This design comes from an exercise in tuning for a short achievable clock period and few clock cycles on the open sky130 flow, not from production work. The RTL was checked by simulation tests, not by an equivalence proof against the original design. No activity file was given, so power comes from the tool's default toggle rates.

<file path="flow/run.sh">
#!/bin/bash
# synth_recipe.tcl (not shown) runs the flow's synth.tcl, then flattens the netlist and writes it again
# the make line also repeats each setting of config.mk as NAME=value (left out here)
make -C /OpenROAD-flow-scripts/flow DESIGN_CONFIG=/design/flow/config.mk WORK_HOME=/design/flow/orfs CLKGATE_MAP_FILE= SYNTH_SCRIPT=/design/flow/synth_recipe.tcl finish
</file>
<file path="flow/config.mk">
export PLATFORM = sky130hd
export DESIGN_NAME = scalar_core
export DESIGN_NICKNAME = scalar_core
export VERILOG_FILES = /design/flow/design.v
export SDC_FILE = /design/flow/constraint.sdc
export NUM_CORES = 4
export LEC_CHECK = 0
export CAP_MARGIN = 40
export CORE_MARGIN = 2
export CORE_UTILIZATION = 30
export SETUP_SLACK_MARGIN = 3.8
export SLEW_MARGIN = 40
export TNS_END_PERCENT = 100
</file>
<file path="flow/constraint.sdc">
create_clock -name core_clock -period 7.0 [get_ports {clock}]
set_input_delay 1.4000 -clock core_clock [delete_from_list [all_inputs] [get_ports {clock}]]
set_output_delay 1.4000 -clock core_clock [all_outputs]
set_load 0.01 [all_outputs]
</file>
<file path="flow/design.v">
`timescale 1ns/1ps
package scalar_pkg;
    localparam int data_width    = 32;
    localparam int addr_width    = 12;
    localparam int reg_count     = 16;
    localparam int reg_idx_width = 4;
    localparam logic [data_width-1:0] halt_marker    = 32'hFFFF_FFFF;
    localparam logic [data_width-1:0] barrier_marker = 32'hAAAA_AAAA;
    typedef enum logic [3:0] {
        op_nop      = 4'd0,
        op_load_imm = 4'd1,
        op_jump     = 4'd2,
        op_branch   = 4'd3,
        op_alu      = 4'd4,
        op_load_pc  = 4'd5,
        op_halt     = 4'd6,
        op_sync     = 4'd7
    } op_t;
    typedef enum logic [2:0] {
        alu_add = 3'd0,
        alu_sub = 3'd1,
        alu_and = 3'd2,
        alu_or  = 3'd3,
        alu_xor = 3'd4,
        alu_cmp = 3'd7
    } alu_op_t;
    typedef enum logic [3:0] {
        cond_none   = 4'd0,
        cond_eq     = 4'd1,
        cond_ne     = 4'd2,
        cond_lt     = 4'd3,
        cond_ge     = 4'd4,
        cond_cs     = 4'd5,
        cond_cc     = 4'd6,
        cond_vs     = 4'd7,
        cond_vc     = 4'd8,
        cond_always = 4'd15
    } cond_t;
    typedef enum logic [1:0] {
        stage_fetch     = 2'd0,
        stage_decode    = 2'd1,
        stage_execute   = 2'd2,
        stage_writeback = 2'd3
    } stage_t;
    typedef struct packed {
        logic zero;
        logic negative;
        logic carry;
        logic overflow;
    } flags_t;
    typedef struct packed {
        logic [3:0]               op;
        logic [reg_idx_width-1:0] src;
        logic [reg_idx_width-1:0] dest;
        logic [2:0]               alu_op;
        logic [3:0]               cond;
        logic [3:0]               sync_sel;
        logic [addr_width-1:0]    addr;
        logic [data_width-1:0]    imm;    
        logic                     take_branch;
    } decoded_t;
endpackage
`timescale 1ns/1ps
module scalar_core (
    input  logic        clock,
    input  logic        reset,
    input  logic        enable,
    input  logic [31:0] instruction,
    output logic [31:0] data_out,
    output logic        data_valid,
    output logic [11:0] prog_mem_addr,
    output logic        prog_mem_read
);
    localparam logic [31:0] HALT_MARKER    = 32'hFFFF_FFFF;
    localparam logic [31:0] BARRIER_MARKER = 32'hAAAA_AAAA;
    logic        running;
    logic [31:0] regs [16];
    logic        zf, nf, cf, vf;
    logic        e_wr;           
    logic        e_ldi;
    logic        e_flg;          
    logic        e_arith;        
    logic        e_sub;          
    logic        e_and, e_or;
    logic [3:0]  e_dest;
    logic [15:0] e_imm;
    logic [31:0] e_sb;           
    logic [31:0] e_d;            
    logic        e_osrc, e_obar, e_ohalt;
    logic        e_chk;          
    logic        e_jr;           
    logic [3:0]  e_cond;
    logic [11:0] e_alt;          
    logic adv;
    assign adv           = enable & running;
    assign prog_mem_read = enable & running;
    function automatic logic cond_eval(input logic [3:0] c, input logic z, input logic n,
                                       input logic cy, input logic v);
        case (c)
            4'd1:    cond_eval = z;
            4'd2:    cond_eval = !z;
            4'd3:    cond_eval = n;
            4'd4:    cond_eval = !n;
            4'd5:    cond_eval = cy;
            4'd6:    cond_eval = !cy;
            4'd7:    cond_eval = v;
            4'd8:    cond_eval = !v;
            4'd15:   cond_eval = 1'b1;
            default: cond_eval = 1'b0;
        endcase
    endfunction
    logic [31:0] x, lres, alu_res, res, sum;
    logic [31:0] pg_g [6];       
    logic [31:0] pg_p [6];
    logic [32:0] cy;             
    logic        n_z, n_n, n_c, n_v;
    logic        b_z, b_n, b_c, b_v;    
    logic        l_n;                   
    logic        e_out;
    logic        mis;
    always_comb begin
        x = e_d ^ e_sb;
        pg_g[0]    = e_d;
        pg_p[0]    = x;
        pg_g[0][0] = x[0] ? e_sub : e_d[0];
        pg_p[0][0] = 1'b0;
        for (int l = 0; l < 5; l++) begin
            for (int i = 0; i < 32; i++) begin
                if (i >= (1 << l)) begin
                    pg_g[l+1][i] = pg_p[l][i] ? pg_g[l][i - (1 << l)] : pg_g[l][i];
                    pg_p[l+1][i] = pg_p[l][i] & pg_p[l][i - (1 << l)];
                end else begin
                    pg_g[l+1][i] = pg_g[l][i];
                    pg_p[l+1][i] = pg_p[l][i];
                end
            end
        end
        cy  = {pg_g[5], e_sub};
        sum = x ^ cy[31:0];
        lres    = e_and ? (e_d & e_sb) : e_or ? (e_d | e_sb) : x;
        alu_res = e_arith ? sum : lres;
        res     = e_ldi ? {{16{e_imm[15]}}, e_imm} : alu_res;
        if (e_arith)    n_z = ~|(x ^ {e_d[30:0] | e_sb[30:0], e_sub});
        else if (e_and) n_z = ~|(e_d & e_sb);
        else if (e_or)  n_z = ~|(e_d | e_sb);
        else            n_z = ~|x;
        n_n = alu_res[31];
        n_c = e_arith & cy[32];
        n_v = e_arith & (cy[32] ^ cy[31]);
    end
    assign l_n   = e_and ? (e_d[31] & e_sb[31]) : e_or ? (e_d[31] | e_sb[31]) : x[31];
    assign b_z   = e_flg ? n_z : zf;
    assign b_n   = e_flg ? l_n : nf;
    assign b_c   = e_flg ? 1'b0 : cf;
    assign b_v   = e_flg ? 1'b0 : vf;
    assign mis   = e_jr | (e_chk & cond_eval(e_cond, zf, nf, cf, vf));
    assign e_out = e_osrc | e_obar | e_ohalt;
    logic [3:0]  f_op, f_src, f_dest, f_sel, f_cond;
    logic [2:0]  f_a;
    logic [11:0] f_addr, pa_inc, pa_next;
    logic [31:0] rs, rd, s_fwd, d_fwd;
    logic        f_ldi, f_jmp, f_br, f_alu, f_ldpc, f_halt, f_sync;
    logic        f_alu_wr, f_alu_flg, f_sub;
    logic        hz_s, hz_d;
    logic        br_chk, br_take;
    logic        ldpc_fast, f_go;
    logic        f_bar, f_sout;
    logic        f_oreq, f_ook, f_out;
    always_comb begin
        f_op   = instruction[31:28];
        f_src  = instruction[27:24];
        f_dest = instruction[23:20];
        f_sel  = instruction[19:16];
        f_a    = instruction[18:16];
        f_cond = instruction[15:12];
        f_addr = instruction[11:0];
        f_ldi  = (f_op == 4'd1);
        f_jmp  = (f_op == 4'd2);
        f_br   = (f_op == 4'd3);
        f_alu  = (f_op == 4'd4);
        f_ldpc = (f_op == 4'd5);
        f_halt = (f_op == 4'd6);
        f_sync = (f_op == 4'd7);
        f_bar  = f_sync & (f_sel == 4'd0);
        f_sout = f_sync & (f_sel == 4'd1);
        f_alu_wr  = f_alu & (f_a <= 3'd4);
        f_alu_flg = f_alu & ((f_a <= 3'd4) | (f_a == 3'd7));
        f_sub     = f_alu & ((f_a == 3'd1) | (f_a == 3'd7));
        rs = regs[f_src];
        rd = regs[f_dest];
        hz_s = e_wr & (e_dest == f_src);
        hz_d = e_wr & (e_dest == f_dest);
        s_fwd = hz_s ? res : rs;
        d_fwd = hz_d ? res : rd;
        pa_inc = prog_mem_addr + 12'd1;
        br_chk  = f_br & (f_cond >= 4'd3) & (f_cond <= 4'd8) & e_flg & e_arith;
        br_take = !br_chk & cond_eval(f_cond, b_z, b_n, b_c, b_v);
        ldpc_fast = hz_s & e_ldi;
        f_go = !mis;
        f_oreq = f_halt | f_bar | f_sout;
        f_ook  = !e_out & !(f_sout & hz_s);
        f_out  = f_oreq & f_ook & !mis;
        if (mis)                               pa_next = e_jr ? e_sb[11:0] : e_alt;
        else if (f_jmp | (f_br & br_take))     pa_next = f_addr;
        else if (f_ldpc & ldpc_fast)           pa_next = e_imm[11:0];
        else                                   pa_next = pa_inc;
    end
    always_ff @(posedge clock or posedge reset) begin
        if (reset) begin
            for (int i = 0; i < 16; i++) regs[i] <= '0;
        end else if (adv & e_wr) begin
            regs[e_dest] <= res;
        end
    end
    always_ff @(posedge clock or posedge reset) begin
        if (reset) begin
            {zf, nf, cf, vf} <= 4'd0;
        end else if (adv & e_flg) begin
            {zf, nf, cf, vf} <= {n_z, n_n, n_c, n_v};
        end
    end
    always_ff @(posedge clock or posedge reset) begin
        if (reset) begin
            prog_mem_addr <= '0;
            running       <= 1'b1;
            data_valid    <= 1'b0;
            data_out      <= '0;
            e_wr    <= 1'b0;
            e_ldi   <= 1'b0;
            e_flg   <= 1'b0;
            e_arith <= 1'b0;
            e_sub   <= 1'b0;
            e_and   <= 1'b0;
            e_or    <= 1'b0;
            e_dest  <= '0;
            e_imm   <= '0;
            e_sb    <= '0;
            e_d     <= '0;
            e_osrc  <= 1'b0;
            e_obar  <= 1'b0;
            e_ohalt <= 1'b0;
            e_chk   <= 1'b0;
            e_jr    <= 1'b0;
            e_cond  <= '0;
            e_alt   <= '0;
        end else begin
            data_valid <= adv & (e_out | f_out);
            if (adv) begin
                prog_mem_addr <= pa_next;
                if (e_ohalt | (f_out & f_halt)) running <= 1'b0;
                if (e_out) begin
                    data_out <= e_obar ? BARRIER_MARKER : e_ohalt ? HALT_MARKER : e_sb;
                end else begin
                    data_out <= f_halt ? HALT_MARKER : f_bar ? BARRIER_MARKER : rs;
                end
                e_wr    <= f_go & (f_ldi | f_alu_wr);
                e_ldi   <= f_go & f_ldi;
                e_flg   <= f_go & f_alu_flg;
                e_arith <= (f_a == 3'd0) | (f_a == 3'd1) | (f_a == 3'd7);
                e_sub   <= f_sub;
                e_and   <= (f_a == 3'd2);
                e_or    <= (f_a == 3'd3);
                e_dest  <= f_dest;
                e_imm   <= instruction[15:0];
                e_sb    <= s_fwd ^ {32{f_sub}};
                e_d     <= d_fwd;
                e_osrc  <= f_go & f_sout & !f_ook;
                e_obar  <= f_go & f_bar & !f_ook;
                e_ohalt <= f_go & f_halt & !f_ook;
                e_chk   <= f_go & br_chk;
                e_jr    <= f_go & f_ldpc & !ldpc_fast;
                e_cond  <= f_cond;
                e_alt   <= f_addr;
            end
        end
    end
endmodule
</file>
==> results.ini, run 1 <==
[critical_path]
reg2regPathDepth = 12
worstSetupEndpointType = flip-flop
slowest_delay_ns = 0.57
regToRegSetupSlack_ns = 3.71
r2r_start = e_d[6]
cp-start-kind = flip-flop
critical_path.slowest_cell = a211oi_4
critPathRequiredTime_ns = 7.52
path_buf_inv = 3
reg2reg_to = e_d[19]
startpoint = e_d[6]
critical_path_arrival_ns = 3.81
worst-setup-path-type = flip-flop to flip-flop
cp_max_fo = 19
worst-path-stages = 12
setup.worst_path.end = e_d[19]
path_delay_family = compound AO/OA/AOI/OAI gates
path_cells = clkinv_4, ha_4, buf_4, nand2_1, a211o_1, o21ai_4, a21oi_4, mux2i_2, a21oi_2, buf_6, a211oi_4, a21oi_1

[pwr]
power.leakage_nw = 19.2
finalPower_mw = 8.23
power_density_nw_per_um2 = 178
ir_worst_vdd_v = 0.000184

[synth]
yosysUniqueCellTypes = 93
synthArstFlopShare_pct = 100
yosysMostFrequentCell = nand2_1
synth.area.top_cells = dfrtp_1, nand2_1, o21ai_0, a22oi_1, clkbuf_1
yosysTopAreaCell = dfrtp_1
avgSynthCellArea_um2 = 8.44
synth_warnings = 4
synth_area_um2 = 37200
synthTopCellsByCount = nand2_1, dfrtp_1, o21ai_0, clkbuf_1, a22oi_1
ys_ff_latch = 658
syn_inst = 4407
ys.flop_type = dfrtp_1
mappedNetlistNets = 4507
seq_area_frac_synth_pct = 44.3
synth_top_area_share_pct = 44.2
synth-edff-count = 0

[timing]
tns_ns = 0
worst_slew_pin_slew_ns = 0.954
max_slew_margin_pct = 36.2
hold_viol_final = 0
fin_worst_skew_ns = 0.0507
holdWs_ns = 0.474
setup_slack_ns = 3.71
fin_crit_sh_pct = 47.0
fmax_mhz = 304
post-route-min-period_ns = 3.29
setup_viol = 0
rsz0062_at_grt = yes
final_max_slew_viol_count = 0

[place]
dp_cells = 5849
dpl_cell_area_um2 = 40100
io_buffers = 80
dpl.hpwl_um = 114000
place_congestion = 0.988
pre_cts_ws_ns = 1.55

[grt]
grt_max_degree = 138
grt_pass1_vias = 36056
grtUsageTotal_pct = 27.3
grt_antenna_before_repair = 11
grt-ovfl-total = 0
grt_first_pass_wirelength_um = 256000

[floorplanning]
die_area_um2 = 127000
initial_core_util_pct = 30.2
die_y_um = 356
die-width_um = 356
ios = 81
core_area_um2 = 123000
rows = 129

[routing]
drtPass1Iterations = 9
wl_per_cell_um = 29.2
drt_iter0_drc = 5806
vias = 38280
totalWireLength_um = 180000
drc = 0
ant_nets = 0
vias_per_cell = 6.22

[cts]
cts_tree = built
cts.sinks = 658
clock_latency_ns = 0.69
cts_max_level = 3
root_buffer = clkbuf_16
cts-buffers-inserted = 76
clock_path_buffers = 3
hold_buffers = 0
clk_pin_slew_ns = 0.06

[finish]
final_cell_area_um2 = 46300
final_util_pct = 37.5
drive_gt1_share_pct = 17.9
fin_cells = 6157
syn2layout_area_growth_pct = 24.5
nets = 4563

[hold_path]
whs_path_depth = 2
hold_class = flip-flop to flip-flop

[outcome]
outcome = no timing/DRC/antenna violations

[run]
drv_cap = 0

-- logic make-up after synthesis --
family,count (synthesis),synth area share (%)
muxes,76,2.14
buffers and inverters,477,5.01
DFF,658,44.3
AOI/OAI and AO/OA,1492,26.3
xor gates and xnor gates,77,1.81
adders and majority gates,65,2.19
and+or+nand+nor,1562,18.3
-- worst register-to-register path: cells and delay by family (launching register included) --
kind / cells / cell delay, ns
fa+ha+maj: 1 / 0.34
compound gates: 6 / 1.54
flops: 1 / 0.47
buf+inv: 3 / 0.43
simple gates: 1 / 0.14
mux: 1 / 0.23
-- layer usage --
metal	wire, um	up-vias	GRT usage (%)
met2	75600	2933	40.6
met3	23400	858	8.73
met5	238	-	0
met4	12900	18	15.4
li1	-	16030	-
met1	67600	18441	35.0
-- final cells by class --
type                       instances  area, um2
timing repair buffer             366       3680
clock buffer                     106       2170
sequential                       658      16500
multi-input combinational       3274      21200
timing repair inverter             1       8.76
fill                           12358      77000
tap                             1637       2050
inverter                          86        368
clock inverter                    27        258
antenna                            2       5.00
-- power by group --
part           leakage, nW  switching, mW  internal (mW)  total (mW)
Clock                 1.19           1.73           2.28        4.01
Combinational         9.02          0.303          0.113       0.416
Sequential            8.97              0           3.80        3.80
-- sequential cells by signal (all words and copies together), names as in the netlist, 4 cells and up --
| signal | count |
|---|---|
| prog_mem_addr | 12 |
| e_cond | 4 |
| data_out | 32 |
| e_d | 32 |
| e_dest | 4 |
| regs | 512 |
| e_sb | 32 |
| e_imm | 12 |
-- worst min path at each step --
stage,from,endpoint,slack (ns)
after global routing,data_out[10],data_out[10],0.50
final,data_out[10],data_out[10],0.47
after floorplan,e_chk,e_chk,0.45
after CTS,data_out[10],data_out[10],0.48
after global placement,data_out[14],data_out[14],0.47
after detailed placement,data_out[10],data_out[10],0.47
-- layout by cell type, fill, tap and decap left out, types with 16 or more instances in the layout --
cell and count:
a22o_1 83, clkdlybuf4s50_1 61, o22a_1 17, clkbuf_16 82, o21ai_0 547, o22ai_1 31
a22oi_1 265, a21oi_1 151, xnor2_1 31, ha_1 32, buf_12 29, inv_1 69
dfrtp_2 37, clkbuf_1 19, dfrtp_1 619, buf_6 37, nor2_4 17, nand4_1 79
or3_1 16, nand2_1 942, o211ai_1 35, a221oi_1 62, buf_4 210, mux2i_1 45
o21ai_1 20, xor2_1 42, a211oi_1 33, nand2b_1 20, ha_4 30, nor2_1 154
nand3_1 106, mux2_2 24, a221oi_2 17, clkinv_2 16, nor3_1 33
-- repair_timing --
item | CTS | global route
resized for setup | 336 | 208
buffers inserted | 80 | 84
endpoints found under the setup margin | 606 | 314
pin swaps | 52 | 77
cloned | 3 | 5
Testbench counts, summed over its fixed seeds: cycles 76,572.
==> inputs of run 2 (changes only) <==
--- a/flow/design.v
+++ b/flow/design.v
@@ -77,4 +77,7 @@
     logic [31:0] regs [16];
     logic        zf, nf, cf, vf;
+    logic        w_wr;           
+    logic [3:0]  w_dest;
+    logic [31:0] w_res;
     logic        e_wr;           
     logic        e_ldi;
@@ -90,4 +93,6 @@
     logic        e_chk;          
     logic        e_jr;           
+    logic        e_pred;         
+    logic [8:3]  hist;           
     logic [3:0]  e_cond;
     logic [11:0] e_alt;          
@@ -154,5 +159,7 @@
     assign b_c   = e_flg ? 1'b0 : cf;
     assign b_v   = e_flg ? 1'b0 : vf;
-    assign mis   = e_jr | (e_chk & cond_eval(e_cond, zf, nf, cf, vf));
+    logic        e_taken;
+    assign e_taken = cond_eval(e_cond, zf, nf, cf, vf);
+    assign mis   = e_jr | (e_chk & (e_taken != e_pred));
     assign e_out = e_osrc | e_obar | e_ohalt;
     logic [3:0]  f_op, f_src, f_dest, f_sel, f_cond;
@@ -163,5 +170,5 @@
     logic        f_alu_wr, f_alu_flg, f_sub;
     logic        hz_s, hz_d;
-    logic        br_chk, br_take;
+    logic        br_chk, br_take, f_pred;
     logic        ldpc_fast, f_go;
     logic        f_bar, f_sout;
@@ -187,6 +194,6 @@
         f_alu_flg = f_alu & ((f_a <= 3'd4) | (f_a == 3'd7));
         f_sub     = f_alu & ((f_a == 3'd1) | (f_a == 3'd7));
-        rs = regs[f_src];
-        rd = regs[f_dest];
+        rs = (w_wr & (w_dest == f_src))  ? w_res : regs[f_src];
+        rd = (w_wr & (w_dest == f_dest)) ? w_res : regs[f_dest];
         hz_s = e_wr & (e_dest == f_src);
         hz_d = e_wr & (e_dest == f_dest);
@@ -195,5 +202,13 @@
         pa_inc = prog_mem_addr + 12'd1;
         br_chk  = f_br & (f_cond >= 4'd3) & (f_cond <= 4'd8) & e_flg & e_arith;
-        br_take = !br_chk & cond_eval(f_cond, b_z, b_n, b_c, b_v);
+        case (f_cond)
+            4'd3:    f_pred = hist[3];
+            4'd4:    f_pred = hist[4];
+            4'd5:    f_pred = hist[5];
+            4'd6:    f_pred = hist[6];
+            4'd7:    f_pred = hist[7];
+            default: f_pred = hist[8];
+        endcase
+        br_take = br_chk ? f_pred : cond_eval(f_cond, b_z, b_n, b_c, b_v);
         ldpc_fast = hz_s & e_ldi;
         f_go = !mis;
@@ -201,5 +216,5 @@
         f_ook  = !e_out & !(f_sout & hz_s);
         f_out  = f_oreq & f_ook & !mis;
-        if (mis)                               pa_next = e_jr ? e_sb[11:0] : e_alt;
+        if (mis)                               pa_next = e_alt;
         else if (f_jmp | (f_br & br_take))     pa_next = f_addr;
         else if (f_ldpc & ldpc_fast)           pa_next = e_imm[11:0];
@@ -209,6 +224,6 @@
         if (reset) begin
             for (int i = 0; i < 16; i++) regs[i] <= '0;
-        end else if (adv & e_wr) begin
-            regs[e_dest] <= res;
+        end else if (w_wr) begin
+            regs[w_dest] <= w_res;    
         end
     end
@@ -224,4 +239,7 @@
             prog_mem_addr <= '0;
             running       <= 1'b1;
+            w_wr          <= 1'b0;
+            w_dest        <= '0;
+            w_res         <= '0;
             data_valid    <= 1'b0;
             data_out      <= '0;
@@ -242,4 +260,6 @@
             e_chk   <= 1'b0;
             e_jr    <= 1'b0;
+            e_pred  <= 1'b0;
+            hist    <= '0;
             e_cond  <= '0;
             e_alt   <= '0;
@@ -248,4 +268,7 @@
             if (adv) begin
                 prog_mem_addr <= pa_next;
+                w_wr          <= e_wr;
+                w_dest        <= e_dest;
+                w_res         <= res;
                 if (e_ohalt | (f_out & f_halt)) running <= 1'b0;
                 if (e_out) begin
@@ -271,5 +294,7 @@
                 e_jr    <= f_go & f_ldpc & !ldpc_fast;
                 e_cond  <= f_cond;
-                e_alt   <= f_addr;
+                e_pred  <= br_take;
+                e_alt   <= (f_br & br_take) ? pa_inc : f_ldpc ? s_fwd[11:0] : f_addr;
+                if (e_chk) hist[e_cond] <= e_taken;
             end
         end
--- a/flow/config.mk
+++ b/flow/config.mk
@@ -9,5 +9,5 @@
 export CORE_MARGIN = 2
 export CORE_UTILIZATION = 30
-export SETUP_SLACK_MARGIN = 3.8
+export SETUP_SLACK_MARGIN = 4.0
 export SLEW_MARGIN = 40
 export TNS_END_PERCENT = 100
==> results.ini, run 2 <==
[timing]
setup_viol = 0  ; unchanged
max_slew_margin_pct = 36.7  ; was 36.2%
holdWs_ns = 0.482  ; was 0.474 ns
fin_worst_skew_ns = 0.0479  ; was 0.0507 ns
worst_slew_pin_slew_ns = 0.946  ; was 0.954 ns
post-route-min-period_ns = 3.53  ; was 3.29 ns
hold_viol_final = 0  ; unchanged
setup_slack_ns = 3.47  ; was 3.71 ns
final_max_slew_viol_count = 0  ; unchanged
fmax_mhz = 283  ; was 304 MHz
rsz0062_at_grt = yes  ; unchanged
fin_crit_sh_pct = 50.4  ; was 47.0%

[finish]
nets = 4531  ; was 4563
fillers = 12759  ; was 12358
largest_reg_flops = 512  ; unchanged
top_register = regs  ; unchanged
final_util_pct = 40.5  ; was 37.5%
drive_gt1_share_pct = 40.1  ; was 17.9%
mostFrequentLayoutCells = dfrtp_1, mux2_2, nand2_1  ; was nand2_1, dfrtp_1, o21ai_0
syn2layout_area_growth_pct = 34.1  ; was 24.5%
final_common_cell = dfrtp_1  ; was nand2_1

[grt]
grt_pass1_vias = 38900  ; was 36056
grt_antenna_before_repair = 5  ; was 11
grt_max_degree = 133  ; was 138
grtUsageTotal_pct = 26.7  ; was 27.3%
grt-ovfl-total = 0  ; unchanged
grt_first_pass_wirelength_um = 279000  ; was 256000 um

[routing]
vias_per_cell = 6.44  ; was 6.22
ant_nets = 0  ; unchanged
drt_iter0_drc = 6259  ; was 5806
totalWireLength_um = 198000  ; was 180000 um
drc = 0  ; unchanged
wl_per_cell_um = 31.5  ; was 29.2 um
vias = 40465  ; was 38280
drtPass1Iterations = 11  ; was 9

[synth]
synth-edff-count = 0  ; unchanged
synth.area.top_cells = dfrtp_1, mux2_2, a22oi_1, nand2_1, o21ai_0  ; was dfrtp_1, nand2_1, o21ai_0, a22oi_1, clkbuf_1
synthTopCellsByCount = dfrtp_1, mux2_2, nand2_1, a22oi_1, clkbuf_1  ; was nand2_1, dfrtp_1, o21ai_0, clkbuf_1, a22oi_1
seq_area_frac_synth_pct = 43.1  ; was 44.3%
yosysMostFrequentCell = dfrtp_1  ; was nand2_1
synth_top_area_share_pct = 43.0  ; was 44.2%
yosysTopAreaCell = dfrtp_1  ; unchanged
ys.flop_type = dfrtp_1  ; unchanged
mappedNetlistNets = 4294  ; was 4507
synth_warnings = 4  ; unchanged
syn_inst = 4184  ; was 4407
yosysUniqueCellTypes = 100  ; was 93
ys_ff_latch = 714  ; was 658
synthArstFlopShare_pct = 100  ; unchanged
avgSynthCellArea_um2 = 9.91  ; was 8.44 um2
synth_area_um2 = 41500  ; was 37200 um2

[cts]
hold_buffers = 0  ; unchanged
clock_latency_ns = 0.70  ; was 0.69 ns
clock_path_buffers = 3  ; unchanged
cts-buffers-inserted = 81  ; was 76
cts_tree = built  ; unchanged
cts_max_level = 3  ; unchanged
root_buffer = clkbuf_16  ; unchanged
clk_pin_slew_ns = 0.06  ; about the same
cts.sinks = 714  ; was 658

[critical_path]
worstSetupEndpointType = flip-flop  ; unchanged
cp-start-kind = flip-flop  ; unchanged
startpoint = e_imm[15]  ; was e_d[6]
worst-setup-path-type = flip-flop to flip-flop  ; unchanged
critPathRequiredTime_ns = 7.55  ; was 7.52 ns
cp_max_fo = 12  ; was 19
r2r_start = e_imm[15]  ; was e_d[6]
regToRegSetupSlack_ns = 3.47  ; was 3.71 ns
critical_path_arrival_ns = 4.09  ; was 3.81 ns

[floorplanning]
initial_core_util_pct = 30.2  ; about the same
die_area_um2 = 141000  ; was 127000 um2
die-width_um = 376  ; was 356 um
core_area_um2 = 137000  ; was 123000 um2
die_y_um = 376  ; was 356 um
rows = 136  ; was 129
ios = 81  ; unchanged

[place]
io_buffers = 80  ; unchanged
place_congestion = 0.972  ; was 0.988
pre_cts_ws_ns = 1.93  ; was 1.55 ns
dpl.hpwl_um = 113000  ; was 114000 um

[pwr]
power.leakage_nw = 24.4  ; was 19.2 nW
power_density_nw_per_um2 = 168  ; was 178 nW/um2
ir_worst_vdd_v = 0.000168  ; was 0.000184 V

[hold_path]
hp-start = data_out[3]  ; was data_out[10]
hold_class = flip-flop to flip-flop  ; unchanged

[run]
drv_cap = 0  ; unchanged

[outcome]
outcome = no timing/DRC/antenna violations  ; unchanged

## run 2: changes by cell type in the layout (fill, tap and decap cells not counted), sizes merged, moves of 27 or more
| cell | previous run | this run |
|---|---|---|
| o21ai | 583 | 212 |
| mux2 | 25 | 531 |
| a221oi | 82 | 44 |
| dfrtp | 657 | 713 |
| a22o | 84 | 50 |
| a22oi | 266 | 350 |
| nand2 | 975 | 384 |
| buf | 294 | 478 |
| clkdlybuf4s50 | 61 | 30 |
| inv | 82 | 109 |
## run 2: timing repair
| action | in CTS | in global routing |
|---|---|---|
| pin swaps | 251 | 235 |
| setup buffers | 237 | 110 |
| endpoints found under the setup margin | 201 | 161 |
| resized for setup | 807 | 346 |
| gates cloned | 30 | 2 |
## run 2: layout make-up
cell class	count	area (um2)	share of cell area (%)
Timing Repair Buffer	557	6470	11.6
Tap cell	1794	2240	4.04
Clock inverter	42	546	0.981
Antenna cell	1	2.50	0.00450
Inverter	106	420	0.756
Sequential cell	714	17900	32.2
Clock buffer	107	2310	4.16
Multi-Input combinational cell	2961	25700	46.2
## run 2: stage by stage
step	instance area [um2]	std cells	power [mW]	TNS, ns
after floorplan	42500	4184	4.45	-2979.60
after global placement	44200	5749	4.58	0
after detailed placement	44300	5753	4.59	0
after CTS	53200	6169	9.28	0
after global routing	55600	6281	9.56	0
final	55600	6282	9.33	0
## run 2: power by group
group / internal, mW / leakage, nW / switching, mW
clock network: 2.63 / 1.39 / 1.96
logic: 0.225 / 13.2 / 0.387
registers: 4.13 / 9.75 / 0
total: 6.98 / 24.4 / 2.35
## run 2: path summary, 6_finish.rpt
check                              end  cells past startpoint
setup / recovery               hist[6]                     10
hold / removal             data_out[3]                      2
setup reg to reg               hist[6]                     10
hold reg to reg            data_out[3]                      2
max in group asynchronous  regs[0][26]                      4
min in group asynchronous    w_dest[0]                      2
## run 2: kinds of logic (layout without fill, tap and decap cells)
| kind of cell | Yosys count | count (layout) | share of synthesized area [%] |
|---|---|---|---|
| compound gates | 1173 | 1174 | 19.5 |
| simple gates | 1020 | 1024 | 12.1 |
| flops | 714 | 714 | 43.1 |
| mux | 598 | 598 | 16.0 |
| buf+inv | 514 | 812 | 5.02 |
| xor+xnor | 90 | 90 | 1.90 |
| fa+ha+maj | 75 | 75 | 2.26 |
| other cells | 0 | 1 | 0 |
## run 2: routing by layer
metal  routed length, um  track usage [%]  vias up
li1                    -                -    16093
met1               70800             32.5    19957
met2               83200             39.8     3261
met3               25800             8.92     1144
met4               18000             18.7       10
met5                  98            0.137        -
## run 2: critical path, cell delays in order (launching register included)
cell     delay, ns
dfrtp_2       0.54
or3_4         0.51
inv_1         0.12
ha_4          0.21
or4_4         0.54
nor4_4        0.23
a41oi_2       0.17
nor4b_2       0.36
and3_4        0.26
and3_4        0.19
mux2_4        0.29
Testbench counts of run 2, summed over its fixed seeds: cycles 76,439.
==> inputs of run 3 (changes only) <==
--- a/flow/design.v
+++ b/flow/design.v
@@ -77,7 +77,7 @@
     logic [31:0] regs [16];
     logic        zf, nf, cf, vf;
-    logic        w_wr;           
-    logic [3:0]  w_dest;
+    logic [15:0] w_oh;           
     logic [31:0] w_res;
+    logic [31:0] regs_rd [16];   
     logic        e_wr;           
     logic        e_ldi;
@@ -91,9 +91,8 @@
     logic [31:0] e_d;            
     logic        e_osrc, e_obar, e_ohalt;
-    logic        e_chk;          
+    logic [8:3]  e_chk;          
     logic        e_jr;           
     logic        e_pred;         
     logic [8:3]  hist;           
-    logic [3:0]  e_cond;
     logic [11:0] e_alt;          
     logic adv;
@@ -159,7 +158,9 @@
     assign b_c   = e_flg ? 1'b0 : cf;
     assign b_v   = e_flg ? 1'b0 : vf;
+    logic [8:3]  c_val;          
     logic        e_taken;
-    assign e_taken = cond_eval(e_cond, zf, nf, cf, vf);
-    assign mis   = e_jr | (e_chk & (e_taken != e_pred));
+    assign c_val   = {!vf, vf, !cf, cf, !nf, nf};
+    assign e_taken = |(e_chk & c_val);
+    assign mis     = e_jr | ((|e_chk) & (e_taken != e_pred));
     assign e_out = e_osrc | e_obar | e_ohalt;
     logic [3:0]  f_op, f_src, f_dest, f_sel, f_cond;
@@ -194,6 +195,7 @@
         f_alu_flg = f_alu & ((f_a <= 3'd4) | (f_a == 3'd7));
         f_sub     = f_alu & ((f_a == 3'd1) | (f_a == 3'd7));
-        rs = (w_wr & (w_dest == f_src))  ? w_res : regs[f_src];
-        rd = (w_wr & (w_dest == f_dest)) ? w_res : regs[f_dest];
+        for (int i = 0; i < 16; i++) regs_rd[i] = w_oh[i] ? w_res : regs[i];
+        rs = regs_rd[f_src];
+        rd = regs_rd[f_dest];
         hz_s = e_wr & (e_dest == f_src);
         hz_d = e_wr & (e_dest == f_dest);
@@ -224,6 +226,8 @@
         if (reset) begin
             for (int i = 0; i < 16; i++) regs[i] <= '0;
-        end else if (w_wr) begin
-            regs[w_dest] <= w_res;    
+        end else begin
+            for (int i = 0; i < 16; i++) begin
+                if (w_oh[i]) regs[i] <= w_res;    
+            end
         end
     end
@@ -239,6 +243,5 @@
             prog_mem_addr <= '0;
             running       <= 1'b1;
-            w_wr          <= 1'b0;
-            w_dest        <= '0;
+            w_oh          <= '0;
             w_res         <= '0;
             data_valid    <= 1'b0;
@@ -258,9 +261,8 @@
             e_obar  <= 1'b0;
             e_ohalt <= 1'b0;
-            e_chk   <= 1'b0;
+            e_chk   <= '0;
             e_jr    <= 1'b0;
             e_pred  <= 1'b0;
             hist    <= '0;
-            e_cond  <= '0;
             e_alt   <= '0;
         end else begin
@@ -268,6 +270,5 @@
             if (adv) begin
                 prog_mem_addr <= pa_next;
-                w_wr          <= e_wr;
-                w_dest        <= e_dest;
+                for (int i = 0; i < 16; i++) w_oh[i] <= e_wr & (e_dest == i);
                 w_res         <= res;
                 if (e_ohalt | (f_out & f_halt)) running <= 1'b0;
@@ -291,10 +292,9 @@
                 e_obar  <= f_go & f_bar & !f_ook;
                 e_ohalt <= f_go & f_halt & !f_ook;
-                e_chk   <= f_go & br_chk;
+                for (int c = 3; c <= 8; c++) e_chk[c] <= f_go & br_chk & (f_cond == c);
                 e_jr    <= f_go & f_ldpc & !ldpc_fast;
-                e_cond  <= f_cond;
                 e_pred  <= br_take;
                 e_alt   <= (f_br & br_take) ? pa_inc : f_ldpc ? s_fwd[11:0] : f_addr;
-                if (e_chk) hist[e_cond] <= e_taken;
+                for (int c = 3; c <= 8; c++) if (e_chk[c]) hist[c] <= c_val[c];
             end
         end
==> results.ini, run 3 <==
[critical_path]
critical_path_arrival_ns = 4.07  ; was 4.09 ns
cp-start-kind = flip-flop  ; unchanged
regToRegSetupSlack_ns = 3.51  ; was 3.47 ns
worstSetupEndpointType = flip-flop  ; unchanged
path_cells = inv_2, ha_4, mux2_4, a221o_2, o41ai_4, o21ai_4, buf_6, a211oi_4, buf_12, o41ai_4, and3_1, or4_1, o211ai_1  ; was or3_4, inv_1, ha_4, or4_4, nor4_4, a41oi_2, nor4b_2, and3_4, and3_4, mux2_4
reg2regPathDepth = 13  ; was 10
reg2reg_to = e_sb[29]  ; was hist[6]
cp_max_fo = 5  ; was 12
path_buf_inv = 3  ; was 1
cp_common_cell = o41ai_4  ; was and3_4
path_delay_family = compound AO/OA/AOI/OAI gates  ; was simple AND/OR/NAND/NOR gates
slowest_delay_ns = 0.44  ; was 0.54 ns
critical_path.slowest_cell = dfrtp_2  ; unchanged
critPathRequiredTime_ns = 7.58  ; was 7.55 ns
worst-setup-path-type = flip-flop to flip-flop  ; unchanged
r2r_start = e_d[0]  ; was e_imm[15]

[grt]
grt_max_degree = 120  ; was 133
grtUsageTotal_pct = 27.7  ; was 26.7%
grt_first_pass_wirelength_um = 284000  ; was 279000 um
grt-ovfl-total = 0  ; unchanged
grt_pass1_vias = 38517  ; was 38900
grt_antenna_before_repair = 12  ; was 5

[synth]
synthTopCellsByCount = dfrtp_1, inv_1, mux2i_1, nand2_1, clkbuf_1  ; was dfrtp_1, mux2_2, nand2_1, a22oi_1, clkbuf_1
seq_area_frac_synth_pct = 44.4  ; was 43.1%
ys.flop_type = dfrtp_1  ; unchanged
synth_top_area_share_pct = 44.4  ; was 43.0%
yosysMostFrequentCell = dfrtp_1  ; unchanged
synth-edff-count = 0  ; unchanged
avgSynthCellArea_um2 = 9.41  ; was 9.91 um2
mappedNetlistNets = 4471  ; was 4294
yosysUniqueCellTypes = 83  ; was 100
synth_area_um2 = 41100  ; was 41500 um2
syn_inst = 4371  ; was 4184
ys_ff_latch = 730  ; was 714
synth_warnings = 5  ; was 4
synthArstFlopShare_pct = 100  ; unchanged
synth.area.top_cells = dfrtp_1, mux2i_1, mux2_2, inv_1, o22ai_1  ; was dfrtp_1, mux2_2, a22oi_1, nand2_1, o21ai_0
yosysTopAreaCell = dfrtp_1  ; unchanged

[place]
dpl_cell_area_um2 = 44500  ; was 44300 um2
pre_cts_ws_ns = 1.62  ; was 1.93 ns
io_buffers = 80  ; unchanged
place_congestion = 1.02  ; was 0.972
dpl.hpwl_um = 124000  ; was 113000 um

[hold_path]
hold_class = flip-flop to flip-flop  ; unchanged
min_to = data_out[15]  ; was data_out[3]
whs_path_depth = 2  ; unchanged
hp-start = data_out[15]  ; was data_out[3]

[finish]
top_register = regs  ; unchanged
drive_gt1_share_pct = 28.8  ; was 40.1%
final_cell_area_um2 = 54500  ; was 55600 um2
largest_reg_flops = 512  ; unchanged
nets = 4718  ; was 4531
mostFrequentLayoutCells = dfrtp_1, inv_1, mux2i_1  ; was dfrtp_1, mux2_2, nand2_1
syn2layout_area_growth_pct = 32.6  ; was 34.1%
final_util_pct = 40.2  ; was 40.5%
final_common_cell = dfrtp_1  ; unchanged

[floorplanning]
die-width_um = 374  ; was 376 um
die_y_um = 374  ; was 376 um
initial_core_util_pct = 30.3  ; was 30.2%
die_area_um2 = 140000  ; was 141000 um2
rows = 135  ; was 136
core_area_um2 = 136000  ; was 137000 um2
ios = 81  ; unchanged

[routing]
totalWireLength_um = 205000  ; was 198000 um
vias = 40564  ; was 40465
drt_iter0_drc = 6351  ; was 6259
vias_per_cell = 6.27  ; was 6.44
ant_nets = 0  ; unchanged
drtPass1Iterations = 9  ; was 11
drc = 0  ; unchanged
wl_per_cell_um = 31.8  ; was 31.5 um

[cts]
clock_latency_ns = 0.72  ; was 0.70 ns
cts-buffers-inserted = 80  ; was 81
clk_pin_slew_ns = 0.07  ; was 0.06 ns
cts_tree = built  ; unchanged
clock_path_buffers = 3  ; unchanged
cts_max_level = 3  ; unchanged
root_buffer = clkbuf_16  ; unchanged
cts.sinks = 730  ; was 714

[timing]
holdWs_ns = 0.478  ; was 0.482 ns
fmax_mhz = 287  ; was 283 MHz
worst_slew_pin_slew_ns = 0.954  ; was 0.946 ns
rsz0062_at_grt = yes  ; unchanged
post-route-min-period_ns = 3.49  ; was 3.53 ns
fin_crit_sh_pct = 49.8  ; was 50.4%
final_max_slew_viol_count = 0  ; unchanged
setup_viol = 0  ; unchanged
hold_viol_final = 0  ; unchanged
fin_worst_skew_ns = 0.0757  ; was 0.0479 ns
setup_slack_ns = 3.51  ; was 3.47 ns
max_slew_margin_pct = 36.4  ; was 36.7%

[run]
drv_cap = 0  ; unchanged

[outcome]
outcome = no timing/DRC/antenna violations  ; unchanged

[pwr]
power.leakage_nw = 24.9  ; was 24.4 nW
power_density_nw_per_um2 = 171  ; was 168 nW/um2
ir_worst_vdd_v = 0.000163  ; was 0.000168 V

==> run 3: metal layers <==
metal  GRT usage [%]  share of wire, %  vias to the layer above
met5               0              0.10                        -
met4            18.0               8.4                       16
met3            8.53                14                      955
met2            39.4                41                     3233
met1            36.1                37                    20053
li1                -                 -                    16307
==> run 3: worst max-delay path by stage <==
stage / start / cells past startpoint / end / slack (ns)
floorplan: reset / 1 / cf / -4.40
global placement: instruction[27] / 10 / e_alt[4] / 1.34
detailed placement: instruction[27] / 9 / e_alt[3] / 1.62
CTS: enable / 4 / prog_mem_read / 3.50
global route: e_d[0] / 13 / e_d[21] / 3.50
finish: e_d[0] / 13 / e_sb[29] / 3.51
==> run 3: report_power, final <==
part           total, mW  internal, mW  switching [mW]
combinational      0.538         0.161           0.377
clock               4.57          2.59            1.98
sequential          4.22          4.22               0
total               9.33          6.97            2.36
==> run 3: stage by stage <==
stage	TNS, ns	total power, mW	cells
after floorplan	-3209.74	4.51	4371
after global placement	0	4.67	5966
after detailed placement	0	4.68	5980
after CTS	0	9.26	6358
after global routing	0	9.51	6465
final	0	9.33	6470
==> run 3: area by class of cell <==
| cell class | count | area (um2) |
|---|---|---|
| Antenna cell | 5 | 12.5 |
| Clock buffer | 108 | 2260 |
| Clock inverter | 40 | 541 |
| Fill cell | 13062 | 81300 |
| Inverter | 446 | 1720 |
| Multi-Input combinational cell | 2828 | 23800 |
| Sequential cell | 730 | 18400 |
| Tap cell | 1781 | 2230 |
| Timing Repair Buffer | 532 | 5570 |
==> run 3: logic make-up (layout without fill, tap and decap cells) <==
kind of cell	Yosys count	count (layout)	synth area share [%]
flops	730	730	44.4
buf+inv	823	1126	7.59
compound gates	1156	1156	18.9
xor+xnor	78	78	1.66
simple gates	951	961	11.1
other cells	0	5	0
fa+ha+maj	65	65	1.98
mux	568	568	14.3
==> run 3: worst reg2reg max path: cells and delay by family, from the launching register on <==
| kind | cells | cell delay [ns] |
|---|---|---|
| flip-flops | 1 | 0.44 |
| AND/OR/NAND/NOR | 2 | 0.66 |
| adder cells (fa/ha/maj) | 1 | 0.27 |
| buffers and inverters | 3 | 0.41 |
| multiplexers | 1 | 0.30 |
| AO/OA/AOI/OAI | 6 | 1.30 |
==> run 3: timing repair <==
action | in CTS | in global routing
setup endpoints to repair | 230 | 147
setup buffers | 215 | 99
hold buffers | 0 | 0
gates resized for setup | 640 | 359
pin swaps | 150 | 201
cloned | 15 | 8
Testbench counts of run 3, summed over its fixed seeds: cycles 76,439.
==> inputs of run 4 (changes only) <==
--- a/flow/config.mk
+++ b/flow/config.mk
@@ -8,5 +8,5 @@
 export CAP_MARGIN = 40
 export CORE_MARGIN = 2
-export CORE_UTILIZATION = 30
+export CORE_UTILIZATION = 55
 export SETUP_SLACK_MARGIN = 4.0
 export SLEW_MARGIN = 40
==> results.ini, run 4 <==
[grt]
grt_antenna_before_repair = 15  ; was 12
grt_pass1_vias = 38118  ; was 38517
grt_max_degree = 151  ; was 120
grt_first_pass_wirelength_um = 273000  ; was 284000 um
grtUsageTotal_pct = 48.8  ; was 27.7%
grt-ovfl-total = 0  ; unchanged

[pwr]
power.leakage_nw = 24.9  ; about the same
finalPower_mw = 9.20  ; was 9.33 mW
ir_worst_vdd_v = 0.000208  ; was 0.000163 V
power_density_nw_per_um2 = 173  ; was 171 nW/um2

[floorplanning]
die-width_um = 277  ; was 374 um
rows = 100  ; was 135
die_area_um2 = 77000  ; was 140000 um2
die_y_um = 277  ; was 374 um
initial_core_util_pct = 55.4  ; was 30.3%
ios = 81  ; unchanged
core_area_um2 = 74200  ; was 136000 um2

[critical_path]
cp_max_fo = 13  ; was 5
worstSetupEndpointType = flip-flop  ; unchanged
critical_path_arrival_ns = 4.00  ; was 4.07 ns
reg2regPathDepth = 13  ; unchanged
worst-setup-path-type = flip-flop to flip-flop  ; unchanged
critPathRequiredTime_ns = 7.53  ; was 7.58 ns
cp-start-kind = flip-flop  ; unchanged

[synth]
syn_inst = 4371  ; unchanged
synth.area.top_cells = dfrtp_1, mux2i_1, mux2_2, inv_1, o22ai_1  ; unchanged
synthArstFlopShare_pct = 100  ; unchanged
yosysMostFrequentCell = dfrtp_1  ; unchanged
yosysTopAreaCell = dfrtp_1  ; unchanged
ys.flop_type = dfrtp_1  ; unchanged
yosysUniqueCellTypes = 83  ; unchanged
synth_warnings = 5  ; unchanged
synth_area_um2 = 41100  ; unchanged
synth_top_area_share_pct = 44.4  ; unchanged
synth-edff-count = 0  ; unchanged
seq_area_frac_synth_pct = 44.4  ; unchanged
ys_ff_latch = 730  ; unchanged
synthTopCellsByCount = dfrtp_1, inv_1, mux2i_1, nand2_1, clkbuf_1  ; unchanged
mappedNetlistNets = 4471  ; unchanged
avgSynthCellArea_um2 = 9.41  ; unchanged

[place]
place_congestion = 1.03  ; was 1.02
dpl.hpwl_um = 120000  ; was 124000 um
io_buffers = 80  ; unchanged

[timing]
setup_viol = 0  ; unchanged
rsz0062_at_grt = yes  ; unchanged
max_slew_margin_pct = 30.6  ; was 36.4%
post-route-min-period_ns = 3.46  ; was 3.49 ns
final_max_slew_viol_count = 0  ; unchanged
fmax_mhz = 289  ; was 287 MHz
fin_crit_sh_pct = 49.5  ; was 49.8%
holdWs_ns = 0.477  ; was 0.478 ns
fin_worst_skew_ns = 0.0252  ; was 0.0757 ns
worst_slew_pin_slew_ns = 1.04  ; was 0.954 ns
hold_viol_final = 0  ; unchanged

[run]
drv_cap = 0  ; unchanged

[cts]
cts.sinks = 730  ; unchanged
root_buffer = clkbuf_16  ; unchanged
cts-buffers-inserted = 81  ; was 80
clock_path_buffers = 3  ; unchanged
clock_latency_ns = 0.66  ; was 0.72 ns
clk_pin_slew_ns = 0.06  ; was 0.07 ns
cts_max_level = 3  ; unchanged
cts_tree = built  ; unchanged
hold_buffers = 0  ; unchanged

[finish]
syn2layout_area_growth_pct = 29.2  ; was 32.6%
top_register = regs  ; unchanged
final_common_cell = dfrtp_1  ; unchanged
nets = 4750  ; was 4718
mostFrequentLayoutCells = dfrtp_1, inv_1, mux2i_1  ; unchanged
drive_gt1_share_pct = 28.3  ; was 28.8%
largest_reg_flops = 512  ; unchanged

[routing]
wl_per_cell_um = 34.7  ; was 31.8 um
vias = 41468  ; was 40564
drt_iter0_drc = 7371  ; was 6351
ant_nets = 0  ; unchanged
vias_per_cell = 7.28  ; was 6.27
drc = 0  ; unchanged
drtPass1Iterations = 13  ; was 9
totalWireLength_um = 198000  ; was 205000 um

[hold_path]
whs_path_depth = 2  ; unchanged
hold_class = flip-flop to flip-flop  ; unchanged

[outcome]
outcome = no timing/DRC/antenna violations  ; unchanged

-- run 4: cell counts after synthesis --
Identical to the previous run, type by type.
-- run 4: metal layers --
metal  part of all wire, %  GRT usage [%]
met5                  0.20           1.25
met4                   8.2           30.0
met3                    16           20.9
met2                    39           65.3
met1                    37           64.7
-- run 4: worst max-delay path, stage by stage (launching register included) --
cell and delay [ns]:
dfrtp_2 0.45, inv_1 0.11, ha_4 0.41, xnor2_1 0.15, nor4_2 0.38, nand4_1 0.27, o41ai_4 0.36, or4_4 0.21
a31o_4 0.21, a21oi_4 0.09, buf_12 0.16, buf_12 0.12, buf_8 0.12, a221o_1 0.28
-- run 4: stage by stage --
step | cells | area [um2] | utilization, % | setup TNS [ns] | setup WS, ns
floorplan | 4371 | 42100 | - | -3209.74 | -4.40
global placement | 5176 | 43300 | 58.4 | 0 | 1.84
detailed placement | 5181 | 43500 | 58.6 | 0 | 1.96
CTS | 5570 | 50900 | 68.6 | 0 | 3.56
global route | 5688 | 53100 | 71.6 | 0 | 3.48
finish | 5696 | 53100 | 71.6 | 0 | 3.54
-- run 4: final timing paths --
path                         startpoint            to  slack (ns)
min reg2reg                data_out[23]  data_out[23]        0.48
max                             e_d[15]      e_alt[9]        3.54
min in group asynchronous         reset  regs[14][19]        1.21
min                        data_out[23]  data_out[23]        0.48
max in group asynchronous         reset       w_oh[4]        4.44
max reg2reg                     e_d[15]      e_alt[9]        3.54
-- run 4: what timing repair did --
action,in CTS,in global routing
buffers inserted,223,106
gates resized for setup,641,283
pin swaps,163,142
setup endpoints to repair,191,150
cloned,15,8
-- run 4: power by group --
| part | switching [mW] | internal [mW] |
|---|---|---|
| clock | 1.90 | 2.53 |
| combinational | 0.380 | 0.168 |
| sequential | 0 | 4.22 |
-- run 4: area by class of cell --
class,instances,area (um2)
clock buffers,118,2340
flip-flops and latches,730,18400
diodes,9,22.5
well taps,969,1210
fillers,5492,21100
clock inverters,33,397
repair buffers,564,5790
multi-input cells,2826,23300
inverters,446,1700
repair inverters,1,8.76
-- run 4: cell families (layout without fill, tap and decap cells) --
group                      count (synthesis)  in the layout  synth area share (%)
and+or+nand+nor                          951            959                  11.1
adders and majority gates                 65             65                  1.98
AOI/OAI and AO/OA                       1156           1156                  18.9
DFF                                      730            730                  44.4
muxes                                    568            568                  14.3
other                                      0              9                     0
buffers and inverters                    823           1162                  7.59
xor gates and xnor gates                  78             78                  1.66
==> inputs of run 5 (changes only) <==
--- a/flow/design.v
+++ b/flow/design.v
@@ -218,5 +218,5 @@
         f_ook  = !e_out & !(f_sout & hz_s);
         f_out  = f_oreq & f_ook & !mis;
-        if (mis)                               pa_next = e_alt;
+        if (mis)                               pa_next = e_jr ? e_sb[11:0] : e_alt;
         else if (f_jmp | (f_br & br_take))     pa_next = f_addr;
         else if (f_ldpc & ldpc_fast)           pa_next = e_imm[11:0];
@@ -295,5 +295,5 @@
                 e_jr    <= f_go & f_ldpc & !ldpc_fast;
                 e_pred  <= br_take;
-                e_alt   <= (f_br & br_take) ? pa_inc : f_ldpc ? s_fwd[11:0] : f_addr;
+                e_alt   <= br_take ? pa_inc : f_addr;
                 for (int c = 3; c <= 8; c++) if (e_chk[c]) hist[c] <= c_val[c];
             end
--- a/flow/config.mk
+++ b/flow/config.mk
@@ -8,5 +8,5 @@
 export CAP_MARGIN = 40
 export CORE_MARGIN = 2
-export CORE_UTILIZATION = 55
+export CORE_UTILIZATION = 30
 export SETUP_SLACK_MARGIN = 4.0
 export SLEW_MARGIN = 40
==> results.ini, run 5 <==
[synth]
yosysUniqueCellTypes = 93  ; was 83
synthTopCellsByCount = dfrtp_1, inv_1, mux2i_1, nand2_1, o21ai_0  ; was dfrtp_1, inv_1, mux2i_1, nand2_1, clkbuf_1
syn_inst = 4395  ; was 4371
synthArstFlopShare_pct = 100  ; unchanged
ys_ff_latch = 730  ; unchanged
synth-edff-count = 0  ; unchanged
ys.flop_type = dfrtp_1  ; unchanged
synth_area_um2 = 41400  ; was 41100 um2
seq_area_frac_synth_pct = 44.1  ; was 44.4%
synth_warnings = 5  ; unchanged
mappedNetlistNets = 4495  ; was 4471
avgSynthCellArea_um2 = 9.43  ; was 9.41 um2
synth_top_area_share_pct = 44.0  ; was 44.4%
synth.area.top_cells = dfrtp_1, mux2i_1, inv_1, mux2_2, o22ai_1  ; was dfrtp_1, mux2i_1, mux2_2, inv_1, o22ai_1
yosysMostFrequentCell = dfrtp_1  ; unchanged
yosysTopAreaCell = dfrtp_1  ; unchanged

[finish]
syn2layout_area_growth_pct = 32.7  ; was 29.2%
mostFrequentLayoutCells = dfrtp_1, inv_1, mux2i_1  ; unchanged
nets = 4762  ; was 4750
largest_reg_flops = 512  ; unchanged
final_common_cell = dfrtp_1  ; unchanged
drive_gt1_share_pct = 28.6  ; was 28.3%
top_register = regs  ; unchanged
fillers = 12915  ; was 5492

[critical_path]
worstSetupEndpointType = flip-flop  ; unchanged
critical_path_arrival_ns = 4.08  ; was 4.00 ns
cp-start-kind = flip-flop  ; unchanged
reg2regPathDepth = 15  ; was 13
slowest_delay_ns = 0.43  ; was 0.45 ns
critical_path.slowest_cell = dfrtp_2  ; unchanged
r2r_start = e_d[3]  ; was e_d[15]
path_delay_family = compound AO/OA/AOI/OAI gates  ; unchanged
regToRegSetupSlack_ns = 3.49  ; was 3.54 ns
critPathRequiredTime_ns = 7.57  ; was 7.53 ns
path_buf_inv = 5  ; was 4
cp_max_fo = 6  ; was 13
worst-setup-path-type = flip-flop to flip-flop  ; unchanged
reg2reg_to = prog_mem_addr[8]  ; was e_alt[9]
path_cells = inv_2, ha_4, xnor2_1, nor4_2, nand4_1, buf_6, o41ai_4, buf_4, nor2_4, o31a_1, a31oi_4, buf_12, buf_16, mux2_4, o21ai_2  ; was inv_1, ha_4, xnor2_1, nor4_2, nand4_1, o41ai_4, or4_4, a31o_4, a21oi_4, buf_12, buf_12, buf_8, a221o_1

[cts]
cts.sinks = 730  ; unchanged
cts_tree = built  ; unchanged
root_buffer = clkbuf_16  ; unchanged
cts-buffers-inserted = 80  ; was 81
clock_latency_ns = 0.68  ; was 0.66 ns
clk_pin_slew_ns = 0.06  ; about the same
cts_max_level = 3  ; unchanged
clock_path_buffers = 3  ; unchanged

[timing]
hold_viol_final = 0  ; unchanged
post-route-min-period_ns = 3.51  ; was 3.46 ns
setup_viol = 0  ; unchanged
max_slew_margin_pct = 35.5  ; was 30.6%
worst_slew_pin_slew_ns = 0.967  ; was 1.04 ns
rsz0062_at_grt = yes  ; unchanged
fmax_mhz = 285  ; was 289 MHz
fin_crit_sh_pct = 50.1  ; was 49.5%
final_max_slew_viol_count = 0  ; unchanged
fin_worst_skew_ns = 0.0455  ; was 0.0252 ns
tns_ns = 0  ; unchanged

[routing]
wl_per_cell_um = 31.2  ; was 34.7 um
drc = 0  ; unchanged
vias = 40780  ; was 41468
drt_iter0_drc = 6296  ; was 7371
vias_per_cell = 6.25  ; was 7.28
ant_nets = 0  ; unchanged
totalWireLength_um = 203000  ; was 198000 um
drtPass1Iterations = 9  ; was 13

[grt]
grt_pass1_vias = 39140  ; was 38118
grt-ovfl-total = 0  ; unchanged
grt_max_degree = 147  ; was 151
grt_antenna_before_repair = 5  ; was 15
grt_first_pass_wirelength_um = 285000  ; was 273000 um
grtUsageTotal_pct = 27.6  ; was 48.8%

[pwr]
ir_worst_vdd_v = 0.000188  ; was 0.000208 V
power_density_nw_per_um2 = 170  ; was 173 nW/um2
power.leakage_nw = 25.5  ; was 24.9 nW
finalPower_mw = 9.35  ; was 9.20 mW

[floorplanning]
die-width_um = 376  ; was 277 um
die_area_um2 = 141000  ; was 77000 um2
die_y_um = 376  ; was 277 um
rows = 136  ; was 100
core_area_um2 = 137000  ; was 74200 um2
initial_core_util_pct = 30.2  ; was 55.4%
ios = 81  ; unchanged

[place]
place_congestion = 0.986  ; was 1.03
io_buffers = 80  ; unchanged
dpl.hpwl_um = 119000  ; was 120000 um

[hold_path]
hold_class = flip-flop to flip-flop  ; unchanged
whs_path_depth = 2  ; unchanged
hp-start = e_imm[14]  ; was data_out[23]
min_to = e_imm[14]  ; was data_out[23]

[run]
drv_cap = 0  ; unchanged

[outcome]
outcome = no timing/DRC/antenna violations  ; unchanged

run 5: changes by cell type in the layout (fill, tap and decap cells not counted), moves of 14 or more:
cell      before  now
a22oi_1       85   53
nand2_1      359  330
mux2_2       163  138
o22ai_1      233  215
a221oi_2      19   35
buf_4        326  279
inv_1        420  467
mux2i_1      383  419
buf_12        49   73
a21oi_1       80   63
mux2_4         5   24
xnor2_1       47   61
dfrtp_1      674  660
run 5: worst max path at each step:
stage / depth (start not counted) / to / from
2_1_floorplan: 1 / cf / reset
4_1_cts: 12 / prog_mem_addr[6] / e_d[22]
3_3_place_gp: 12 / e_sb[23] / instruction[24]
5_1_grt: 15 / prog_mem_addr[6] / e_d[18]
3_5_place_dp: 11 / e_d[7] / instruction[23]
6_report: 15 / prog_mem_addr[8] / e_d[3]
run 5: cells by family after synthesis:
logic type	Yosys count	share of synthesized area (%)
muxes	587	14.7
AOI/OAI and AO/OA	1139	18.5
buffers and inverters	863	8.17
DFF	730	44.1
xor gates and xnor gates	79	1.67
and+or+nand+nor	932	11.0
adders and majority gates	65	1.96
run 5: per-stage QoR:
stage | cells | setup slack (ns) | hold slack, ns | instance area, um2 | util (%)
after global placement | 6004 | 1.80 | 0.463 | 44400 | 32.3
after detailed placement | 6016 | 1.74 | 0.461 | 44600 | 32.5
after floorplan | 4395 | -4.40 | 0.437 | 42200 | -
after CTS | 6450 | 3.61 | 0.483 | 52900 | 38.5
after global routing | 6519 | 3.43 | 0.506 | 55000 | 40.0
final | 6523 | 3.49 | 0.477 | 55000 | 40.0
run 5: final cells by class:
| type | instances | area (um2) | area share [%] |
|---|---|---|---|
| Sequential cell | 730 | 18400 | 33.5 |
| Antenna cell | 5 | 12.5 | 0.0228 |
| Tap cell | 1794 | 2240 | 4.08 |
| Clock buffer | 124 | 2400 | 4.37 |
| Timing Repair Buffer | 548 | 6120 | 11.1 |
| Inverter | 486 | 1860 | 3.38 |
| Multi-Input combinational cell | 2814 | 23600 | 42.9 |
| Clock inverter | 20 | 349 | 0.635 |
| Timing Repair inverter | 2 | 17.5 | 0.0319 |
run 5: worst reg2reg max path, cell delays in order, from the launching register on:
cell,delay [ns]
dfrtp_2,0.43
inv_2,0.07
ha_4,0.33
xnor2_1,0.16
nor4_2,0.37
nand4_1,0.17
buf_6,0.17
o41ai_4,0.31
buf_4,0.20
nor2_4,0.04
o31a_1,0.27
a31oi_4,0.23
buf_12,0.15
buf_16,0.13
mux2_4,0.30
o21ai_2,0.11
run 5: what timing repair did:
item                       in CTS  in global routing
cloned                         30                  4
pin swaps                     190                160
gates resized for setup       699                325
setup endpoints to repair     228                148
buffers inserted              260                 61
hold buffers                    0                  0
run 5: power by group:
part / internal, mW / total (mW) / switching, mW
logic: 0.213 / 0.619 / 0.407
registers: 4.22 / 4.22 / 0
clock network: 2.60 / 4.51 / 1.91
total: 7.03 / 9.35 / 2.31
run 5: routing by layer:
layer | routed length [um] | GRT usage [%] | share of wire (%) | vias up
met5 | 164 | 0.240 | 0.081 | -
met4 | 18400 | 19.9 | 9.0 | 12
met3 | 27800 | 9.58 | 14 | 1024
met2 | 82400 | 39.5 | 40 | 3476
met1 | 74700 | 34.5 | 37 | 19923
li1 | - | - | - | 16345
Testbench counts of run 5, summed over its fixed seeds: cycles 76,439.
==> inputs of run 6 (changes only) <==
--- a/flow/design.v
+++ b/flow/design.v
@@ -77,7 +77,4 @@
     logic [31:0] regs [16];
     logic        zf, nf, cf, vf;
-    logic [15:0] w_oh;           
-    logic [31:0] w_res;
-    logic [31:0] regs_rd [16];   
     logic        e_wr;           
     logic        e_ldi;
@@ -195,7 +192,6 @@
         f_alu_flg = f_alu & ((f_a <= 3'd4) | (f_a == 3'd7));
         f_sub     = f_alu & ((f_a == 3'd1) | (f_a == 3'd7));
-        for (int i = 0; i < 16; i++) regs_rd[i] = w_oh[i] ? w_res : regs[i];
-        rs = regs_rd[f_src];
-        rd = regs_rd[f_dest];
+        rs = regs[f_src];
+        rd = regs[f_dest];
         hz_s = e_wr & (e_dest == f_src);
         hz_d = e_wr & (e_dest == f_dest);
@@ -226,8 +222,6 @@
         if (reset) begin
             for (int i = 0; i < 16; i++) regs[i] <= '0;
-        end else begin
-            for (int i = 0; i < 16; i++) begin
-                if (w_oh[i]) regs[i] <= w_res;    
-            end
+        end else if (adv & e_wr) begin
+            regs[e_dest] <= res;
         end
     end
@@ -243,6 +237,4 @@
             prog_mem_addr <= '0;
             running       <= 1'b1;
-            w_oh          <= '0;
-            w_res         <= '0;
             data_valid    <= 1'b0;
             data_out      <= '0;
@@ -270,6 +262,4 @@
             if (adv) begin
                 prog_mem_addr <= pa_next;
-                for (int i = 0; i < 16; i++) w_oh[i] <= e_wr & (e_dest == i);
-                w_res         <= res;
                 if (e_ohalt | (f_out & f_halt)) running <= 1'b0;
                 if (e_out) begin
==> results.ini, run 6 <==
[routing]
vias = 40101  ; was 40780
totalWireLength_um = 185000  ; was 203000 um
wl_per_cell_um = 29.3  ; was 31.2 um
drt_iter0_drc = 6317  ; was 6296
vias_per_cell = 6.36  ; was 6.25
ant_nets = 0  ; unchanged
drc = 0  ; unchanged
drtPass1Iterations = 19  ; was 9

[synth]
synth_top_area_share_pct = 44.9  ; was 44.0%
synth.area.top_cells = dfrtp_1, o21ai_0, nand2_1, a22oi_1, clkbuf_1  ; was dfrtp_1, mux2i_1, inv_1, mux2_2, o22ai_1
yosysUniqueCellTypes = 101  ; was 93
synth-edff-count = 0  ; unchanged
synthArstFlopShare_pct = 100  ; unchanged
avgSynthCellArea_um2 = 8.74  ; was 9.43 um2
synth_area_um2 = 38000  ; was 41400 um2
synthTopCellsByCount = nand2_1, dfrtp_1, o21ai_0, clkbuf_1, a22oi_1  ; was dfrtp_1, inv_1, mux2i_1, nand2_1, o21ai_0
ys.flop_type = dfrtp_1  ; unchanged
yosysMostFrequentCell = nand2_1  ; was dfrtp_1
ys_ff_latch = 682  ; was 730
syn_inst = 4345  ; was 4395
yosysTopAreaCell = dfrtp_1  ; unchanged
mappedNetlistNets = 4445  ; was 4495
seq_area_frac_synth_pct = 44.9  ; was 44.1%
synth_warnings = 4  ; was 5

[place]
place_congestion = 0.953  ; was 0.986
pre_cts_ws_ns = 2.10  ; was 1.74 ns
dp_cells = 5817  ; was 6016
io_buffers = 80  ; unchanged
dpl.hpwl_um = 109000  ; was 119000 um

[finish]
nets = 4703  ; was 4762
largest_reg_flops = 512  ; unchanged
syn2layout_area_growth_pct = 34.5  ; was 32.7%
final_common_cell = nand2_1  ; was dfrtp_1
multi_input_area_um2 = 22900  ; was 23600 um2
seq_area_um2 = 17100  ; was 18400 um2
top_register = regs  ; unchanged
drive_gt1_share_pct = 29.2  ; was 28.6%
mostFrequentLayoutCells = nand2_1, dfrtp_1, o21ai_0  ; was dfrtp_1, inv_1, mux2i_1
fin_cells = 6308  ; was 6523
fillers = 12134  ; was 12915

[grt]
grt_first_pass_wirelength_um = 260000  ; was 285000 um
use_met2_pct = 38.7  ; was 39.5%
grt_pass1_vias = 37230  ; was 39140
grt_max_degree = 144  ; was 147
grt.met1_usage_pct = 34.6  ; was 34.5%
grt_antenna_before_repair = 5  ; unchanged
grtUsageTotal_pct = 26.7  ; was 27.6%
grt-busiest-layer = met2  ; unchanged
grt-ovfl-total = 0  ; unchanged
use_met3_pct = 9.86  ; was 9.58%

[timing]
final_max_slew_viol_count = 0  ; unchanged
fin_worst_skew_ns = 0.0417  ; was 0.0455 ns
setup_viol = 0  ; unchanged
worst_slew_pin_slew_ns = 1.05  ; was 0.967 ns
fmax_mhz = 298  ; was 285 MHz
tns_ns = 0  ; unchanged
rsz0062_at_grt = yes  ; unchanged
hold_viol_final = 0  ; unchanged
setup_slack_ns = 3.65  ; was 3.49 ns
fin_crit_sh_pct = 47.9  ; was 50.1%
post-route-min-period_ns = 3.35  ; was 3.51 ns
max_slew_margin_pct = 29.7  ; was 35.5%

[outcome]
outcome = no timing/DRC/antenna violations  ; unchanged

[floorplanning]
die_area_um2 = 130000  ; was 141000 um2
die-width_um = 360  ; was 376 um
die_y_um = 360  ; was 376 um
ios = 81  ; unchanged
rows = 130  ; was 136
initial_core_util_pct = 30.3  ; was 30.2%
core_area_um2 = 126000  ; was 137000 um2

[run]
drv_cap = 0  ; unchanged

[critical_path]
cp_max_fo = 6  ; unchanged
critPathRequiredTime_ns = 7.50  ; was 7.57 ns
cp-start-kind = flip-flop  ; unchanged
critical_path_arrival_ns = 3.85  ; was 4.08 ns
worst-setup-path-type = flip-flop to flip-flop  ; unchanged
worstSetupEndpointType = flip-flop  ; unchanged

[cts]
clk_pin_slew_ns = 0.06  ; about the same
cts_max_level = 3  ; unchanged
cts-buffers-inserted = 77  ; was 80
clock_latency_ns = 0.67  ; was 0.68 ns
cts_tree = built  ; unchanged
cts.sinks = 682  ; was 730
hold_buffers = 0  ; unchanged
root_buffer = clkbuf_16  ; unchanged
clock_path_buffers = 3  ; unchanged

[hold_path]
hold_class = flip-flop to flip-flop  ; unchanged

[pwr]
ir_worst_vdd_v = 0.000143  ; was 0.000188 V
power_density_nw_per_um2 = 167  ; was 170 nW/um2
power.leakage_nw = 21.4  ; was 25.5 nW
finalPower_mw = 8.54  ; was 9.35 mW

==> run 6: critical path, cell delays in order (launching register included) <==
cell,delay (ns)
dfrtp_2,0.48
inv_4,0.06
ha_4,0.31
buf_6,0.14
nor2_4,0.04
nor4_4,0.37
a211oi_4,0.12
buf_12,0.16
buf_6,0.12
o211ai_1,0.31
xor2_1,0.15
a221oi_2,0.34
buf_6,0.19
mux2i_1,0.10
xnor2_1,0.21
o21ai_1,0.08
==> run 6: cells by family after synthesis <==
kind of cell / count (synthesis) / synth area share [%]
buffers and inverters: 474 / 5.09
adders and majority gates: 65 / 2.14
AOI/OAI and AO/OA: 1532 / 25.9
muxes: 132 / 3.75
xor gates and xnor gates: 82 / 1.89
DFF: 682 / 44.9
and+or+nand+nor: 1378 / 16.3
==> run 6: cell type report <==
class | instances | area share (%)
flip-flops and latches | 682 | 33.5
diodes | 5 | 0.0245
clock buffers | 111 | 4.34
clock inverters | 18 | 0.448
multi-input cells | 3197 | 44.8
well taps | 1650 | 4.04
inverters | 95 | 0.789
repair inverters | 2 | 0.0343
repair buffers | 548 | 12.0
==> run 6: worst paths after layout <==
kind / from / end / slack (ns) / cells after the start
max: e_d[5] / e_sb[18] / 3.65 / 15
min: e_alt[5] / e_alt[5] / 0.47 / 2
max reg2reg: e_d[5] / e_sb[18] / 3.65 / 15
min reg2reg: e_alt[5] / e_alt[5] / 0.47 / 2
max in group asynchronous: reset / regs[8][15] / 4.51 / 5
min in group asynchronous: reset / e_d[19] / 1.17 / 2
==> run 6: per-layer routing <==
layer  vias to the layer above  wire [um]
li1                      16423          -
met1                     19406      68500
met2                      3291      76000
met3                       973      27000
met4                         8      12800
met5                         -        283
==> run 6: where the power goes <==
part,internal (mW),switching (mW)
sequential,3.94,0
combinational,0.163,0.349
clock,2.31,1.77
total,6.41,2.12
==> run 6: metrics by stage <==
step / hold slack, ns / util [%] / area (um2)
after detailed placement: 0.467 / 32.8 / 41100
after global routing: 0.502 / 40.7 / 51100
after floorplan: 0.442 / - / 39000
final: 0.472 / 40.7 / 51100
after global placement: 0.454 / 32.6 / 40900
after CTS: 0.479 / 38.2 / 48000
==> run 6: what timing repair did <==
action | CTS | global route
gates cloned | 21 | 12
endpoints found under the setup margin | 694 | 512
buffers inserted | 205 | 114
pin swaps | 185 | 205
gates resized for setup | 698 | 495
Testbench counts of run 6, summed over its fixed seeds: cycles 76,439.

## what the ideal ports hide
How much do the figures lean on ideal ports? The routed layouts below were timed once more, with nothing changed but the port constraints. Step 1, drivers: a clkbuf_16 drives clock and a buf_2 each remaining input, both assumed. Step 2, shift: input delay + t, output delay - t, t = (earliest + latest rising clock arrival at the registers) / 2. This alone moves slack from input paths to output paths. Three values: ideal, step 1, step 2; two values: the first two.
run	shift t [ns]	setup slack, ns
run 1	0.740	3.712 / 3.649 / 2.909
run 2	0.760	3.469 / 3.419 / 2.658
run 3	0.760	3.511 / 3.371 / 2.611
run 4	0.721	3.536 / 3.536 / 2.873
run 5	0.740	3.490 / 3.490 / 2.889
run 6	0.727	3.645 / 3.645 / 3.067
After both steps every run listed still meets setup and hold.
